From an optimization exercise on the open Yosys and OpenROAD flow, aimed at small area and a short achievable clock period; shortcuts taken in it are not production practice. The RTL was checked by simulation tests, not by an equivalence proof against the original design. No activity file was given, so power comes from the tool's default toggle rates.

## red
// merge_stream_rx
module merge_stream_rx (
  input  logic        Clock,
  input  logic        Reset,
  input  logic        SerIn,
  input  logic [3:0]  Address,
  output logic        SendEvt,
  output logic [15:0] WordOut,
  output logic        WordValid,
  input  logic        WordReady,
  output logic        CrcErr,
  output logic        FmtErr,
  output logic        Overflow,
  output logic [7:0]  EvtCount,
  output logic [2:0]  DbgState,
  output logic [3:0]  DbgPending
);
Size: ~3800 flip-flops, about 44 I/O pins, ~150000 sq um of cells after synthesis.
==> module merge_word_fifo, before the edit <==
module merge_word_fifo (
  input  logic        clk_i,
  input  logic        rst_ni,
  input  logic        push_i,
  input  logic [13:0] din_i,
  input  logic        pop_i,
  output logic [14:0] head_o,
  output logic        valid_o,
  output logic        drop_o,
  output logic        room_o
);
  localparam int W = 14;
  logic [256*W-1:0] mem_q;
  logic [15:0]  wlo_q, whi_q;    
  logic [15:0]  wlo_en;
  logic [7:0]   wp_q, ra_q;
  logic [8:0]   cnt_q, cnt_p, cnt_m;
  logic         valid_q, full_q, room_q;
  logic [W-1:0] s0_q, s1_q, s2_q, s3_q, rword;
  logic [1:0]   ssel_q;
  logic         sv_q;
  logic [14:0]  q0_q;
  logic [W-1:0] q1_q, q2_q;
  logic         qv1_q, qv2_q, qv3_q;       
  logic         qa0, qa1, qa2, qa_ge1, qa_ge2, qa_ge3, m_ge1, m_eq2;
  logic         qv1_d, qv2_d, qv3_d;
  logic         push_ok, pop, fetched, space, issue, bypass;
  logic [W-1:0] e0, e1, e2, in1, n0, n1, n2;
  function automatic logic [14:0] dec(input logic [13:0] w);
    dec = {(w[13:12] == 2'b00), w};
  endfunction
  assign push_ok = push_i & ~full_q;
  assign drop_o  = push_i & full_q;
  assign pop     = pop_i & valid_q;
  assign cnt_p   = cnt_q + {8'd0, push_ok};
  assign cnt_m   = cnt_p - 9'd1;
  assign wlo_en = wlo_q & {16{push_ok}};
  for (genvar h = 0; h < 16; h++) begin : g_hi
    for (genvar l = 0; l < 16; l++) begin : g_lo
      always_ff @(posedge clk_i) begin
        if (wlo_en[l] && whi_q[h]) mem_q[(16*h+l)*W +: W] <= din_i;
      end
    end
  end
  function automatic logic [W-1:0] rd64(input logic [64*W-1:0] m, input logic [5:0] a);
    logic [32*W-1:0] l1;
    logic [16*W-1:0] l2;
    logic [8*W-1:0]  l3;
    logic [4*W-1:0]  l4;
    logic [2*W-1:0]  l5;
    for (int i = 0; i < 32; i++) l1[i*W +: W] = a[0] ? m[(2*i+1)*W +: W]  : m[2*i*W +: W];
    for (int i = 0; i < 16; i++) l2[i*W +: W] = a[1] ? l1[(2*i+1)*W +: W] : l1[2*i*W +: W];
    for (int i = 0; i < 8; i++)  l3[i*W +: W] = a[2] ? l2[(2*i+1)*W +: W] : l2[2*i*W +: W];
    for (int i = 0; i < 4; i++)  l4[i*W +: W] = a[3] ? l3[(2*i+1)*W +: W] : l3[2*i*W +: W];
    for (int i = 0; i < 2; i++)  l5[i*W +: W] = a[4] ? l4[(2*i+1)*W +: W] : l4[2*i*W +: W];
    rd64 = a[5] ? l5[W +: W] : l5[0 +: W];
  endfunction
  assign fetched = (ra_q == wp_q);
  assign space   = pop || !(qv3_q || (qv2_q && sv_q));
  assign issue   = !fetched && space;
  assign bypass  = fetched && push_ok && space;
  always_ff @(posedge clk_i) begin
    s0_q   <= rd64(mem_q[0*64*W +: 64*W], ra_q[5:0]);
    s1_q   <= rd64(mem_q[1*64*W +: 64*W], ra_q[5:0]);
    s2_q   <= rd64(mem_q[2*64*W +: 64*W], ra_q[5:0]);
    s3_q   <= rd64(mem_q[3*64*W +: 64*W], ra_q[5:0]);
    ssel_q <= ra_q[7:6];
  end
  always_comb begin
    case (ssel_q)
      2'd0:    rword = s0_q;
      2'd1:    rword = s1_q;
      2'd2:    rword = s2_q;
      default: rword = s3_q;
    endcase
  end
  assign qa_ge1 = pop ? qv2_q : qv1_q;
  assign qa_ge2 = pop ? qv3_q : qv2_q;
  assign qa_ge3 = pop ? 1'b0  : qv3_q;
  assign qa0    = !qa_ge1;
  assign qa1    = qa_ge1 && !qa_ge2;
  assign qa2    = qa_ge2 && !qa_ge3;
  assign m_ge1  = sv_q || bypass;
  assign m_eq2  = sv_q && bypass;
  assign qv1_d  = qa_ge1 || m_ge1;
  assign qv2_d  = qa_ge2 || (qa_ge1 && m_ge1) || m_eq2;
  assign qv3_d  = qa_ge3 || (qa_ge2 && m_ge1) || (qa_ge1 && m_eq2);
  assign in1 = sv_q ? rword : din_i;
  assign e0  = pop ? q1_q : q0_q[13:0];
  assign e1  = pop ? q2_q : q1_q;
  assign e2  = q2_q;
  always_comb begin
    n0 = qa0 ? in1 : e0;
    n1 = qa1 ? in1 : (qa0 ? din_i : e1);
    n2 = qa2 ? in1 : (qa1 ? din_i : e2);
  end
  always_ff @(posedge clk_i) begin
    q1_q <= n1;
    q2_q <= n2;
  end
  always_ff @(posedge clk_i) begin
    if (!rst_ni) begin
      cnt_q   <= '0;
      valid_q <= 1'b0;
      full_q  <= 1'b0;
      room_q  <= 1'b1;
      wp_q    <= 8'd0;
      wlo_q   <= 16'd1;
      whi_q   <= 16'd1;
      ra_q    <= 8'd0;
      sv_q    <= 1'b0;
      qv1_q   <= 1'b0;
      qv2_q   <= 1'b0;
      qv3_q   <= 1'b0;
      q0_q    <= '0;
    end else begin
      if (pop) begin
        cnt_q   <= cnt_m;
        valid_q <= cnt_p >= 9'd2;
        full_q  <= 1'b0;
        room_q  <= cnt_p <= 9'd57;
      end else begin
        cnt_q   <= cnt_p;
        valid_q <= cnt_p >= 9'd1;
        full_q  <= cnt_p == 9'd256;
        room_q  <= cnt_p <= 9'd56;
      end
      if (push_ok) begin
        wp_q  <= wp_q + 8'd1;
        wlo_q <= {wlo_q[14:0], wlo_q[15]};
        if (wlo_q[15]) whi_q <= {whi_q[14:0], whi_q[15]};
      end
      if (issue || bypass) ra_q <= ra_q + 8'd1;
      sv_q <= issue;
      qv1_q <= qv1_d;
      qv2_q <= qv2_d;
      qv3_q <= qv3_d;
      q0_q  <= qv1_d ? dec(n0) : '0;
    end
  end
  assign head_o  = q0_q;
  assign valid_o = valid_q;
  assign room_o  = room_q;
endmodule
Settings: LEC_CHECK=0, ABC_CLOCK_PERIOD_IN_PS=2800, CAP_MARGIN=20, CORE_MARGIN=2, CORE_UTILIZATION=40, CTS_CLUSTER_DIAMETER=120, CTS_CLUSTER_SIZE=24, SETUP_SLACK_MARGIN=3.7, SLEW_MARGIN=20; clock period 6.5 ns.
run.sh (not shown) runs the stock make flow with config.mk's settings and CLKGATE_MAP_FILE= SYNTH_SCRIPT=/design/flow/synth_recipe.tcl, a recipe that flattens the netlist after the stock synthesis.
red finished end to end and its layout was clean on timing, DRC and antenna.
The inputs of blue differ from those of red as listed below.
diff --git a/flow/design.v b/flow/design.v
--- a/flow/design.v
+++ b/flow/design.v
@@ -51,11 +51,11 @@
   function automatic logic [14:0] dec(input logic [13:0] w);
     dec = {(w[13:12] == 2'b00), w};
   endfunction
   assign push_ok = push_i & ~full_q;
   assign drop_o  = push_i & full_q;
-  assign pop     = pop_i & valid_q;
+  assign pop     = pop_i & qv1_q;         
   assign cnt_p   = cnt_q + {8'd0, push_ok};
   assign cnt_m   = cnt_p - 9'd1;
   assign wlo_en = wlo_q & {16{push_ok}};
   for (genvar h = 0; h < 16; h++) begin : g_hi
     for (genvar l = 0; l < 16; l++) begin : g_lo
@@ -106,11 +106,11 @@
   assign m_eq2  = sv_q && bypass;
   assign qv1_d  = qa_ge1 || m_ge1;
   assign qv2_d  = qa_ge2 || (qa_ge1 && m_ge1) || m_eq2;
   assign qv3_d  = qa_ge3 || (qa_ge2 && m_ge1) || (qa_ge1 && m_eq2);
   assign in1 = sv_q ? rword : din_i;
-  assign e0  = pop ? q1_q : q0_q[13:0];
+  assign e0  = q1_q;    
   assign e1  = pop ? q2_q : q1_q;
   assign e2  = q2_q;
   always_comb begin
     n0 = qa0 ? in1 : e0;
     n1 = qa1 ? in1 : (qa0 ? din_i : e1);
@@ -155,11 +155,11 @@
       if (issue || bypass) ra_q <= ra_q + 8'd1;
       sv_q <= issue;
       qv1_q <= qv1_d;
       qv2_q <= qv2_d;
       qv3_q <= qv3_d;
-      q0_q  <= qv1_d ? dec(n0) : '0;
+      if (pop || !qv1_q) q0_q <= qv1_d ? dec(n0) : '0;
     end
   end
   assign head_o  = q0_q;
   assign valid_o = valid_q;
   assign room_o  = room_q;
Findings:
The run with more routed wire is blue, not red. In the metrics for blue and red, the one carrying the lower sequential share of cell area is blue. Diff blue..red | cell depth of the worst min-delay path | unchanged. Compared with red, blue shows a maximum net fanout on the critical path that is 18 lower. Total power of the final layout: blue < red. red → blue: overall routing resource usage higher, post-synth design cell area roughly the same, die footprint roughly the same.

[afterwards: timing with drivers on the ports]
No port has a modelled driver above. Below, the same layouts with a new extraction and two added sets of constraints.
Step 1 assumes that a clkbuf_16 drives the clock port and a buf_2 every other input.
Step 2 also shifts input and output timing later by t, the mid clock arrival at the registers, as if the neighbouring blocks saw the same clock.
a / b / c = ideal / step 1 / step 2; a / b = the first two.
| run | t (ns) | setup WS [ns] | hold slack, ns | worst data-port slew with drivers (ns) | pins driven straight from the clock port |
|---|---|---|---|---|---|
| red | 1.012 | 3.633 / 3.620 / 2.820 | 0.390 / 0.390 / 0.390 | 0.04 | 1 |
| blue | 1.031 | 3.475 / 3.475 / 2.825 | 0.380 / 0.380 / 0.380 | 0.04 | 1 |
After both steps every run listed still meets setup and hold. The setup slack of red, which loses most, moves by -0.013 ns with the drivers and by -0.813 ns with both steps.
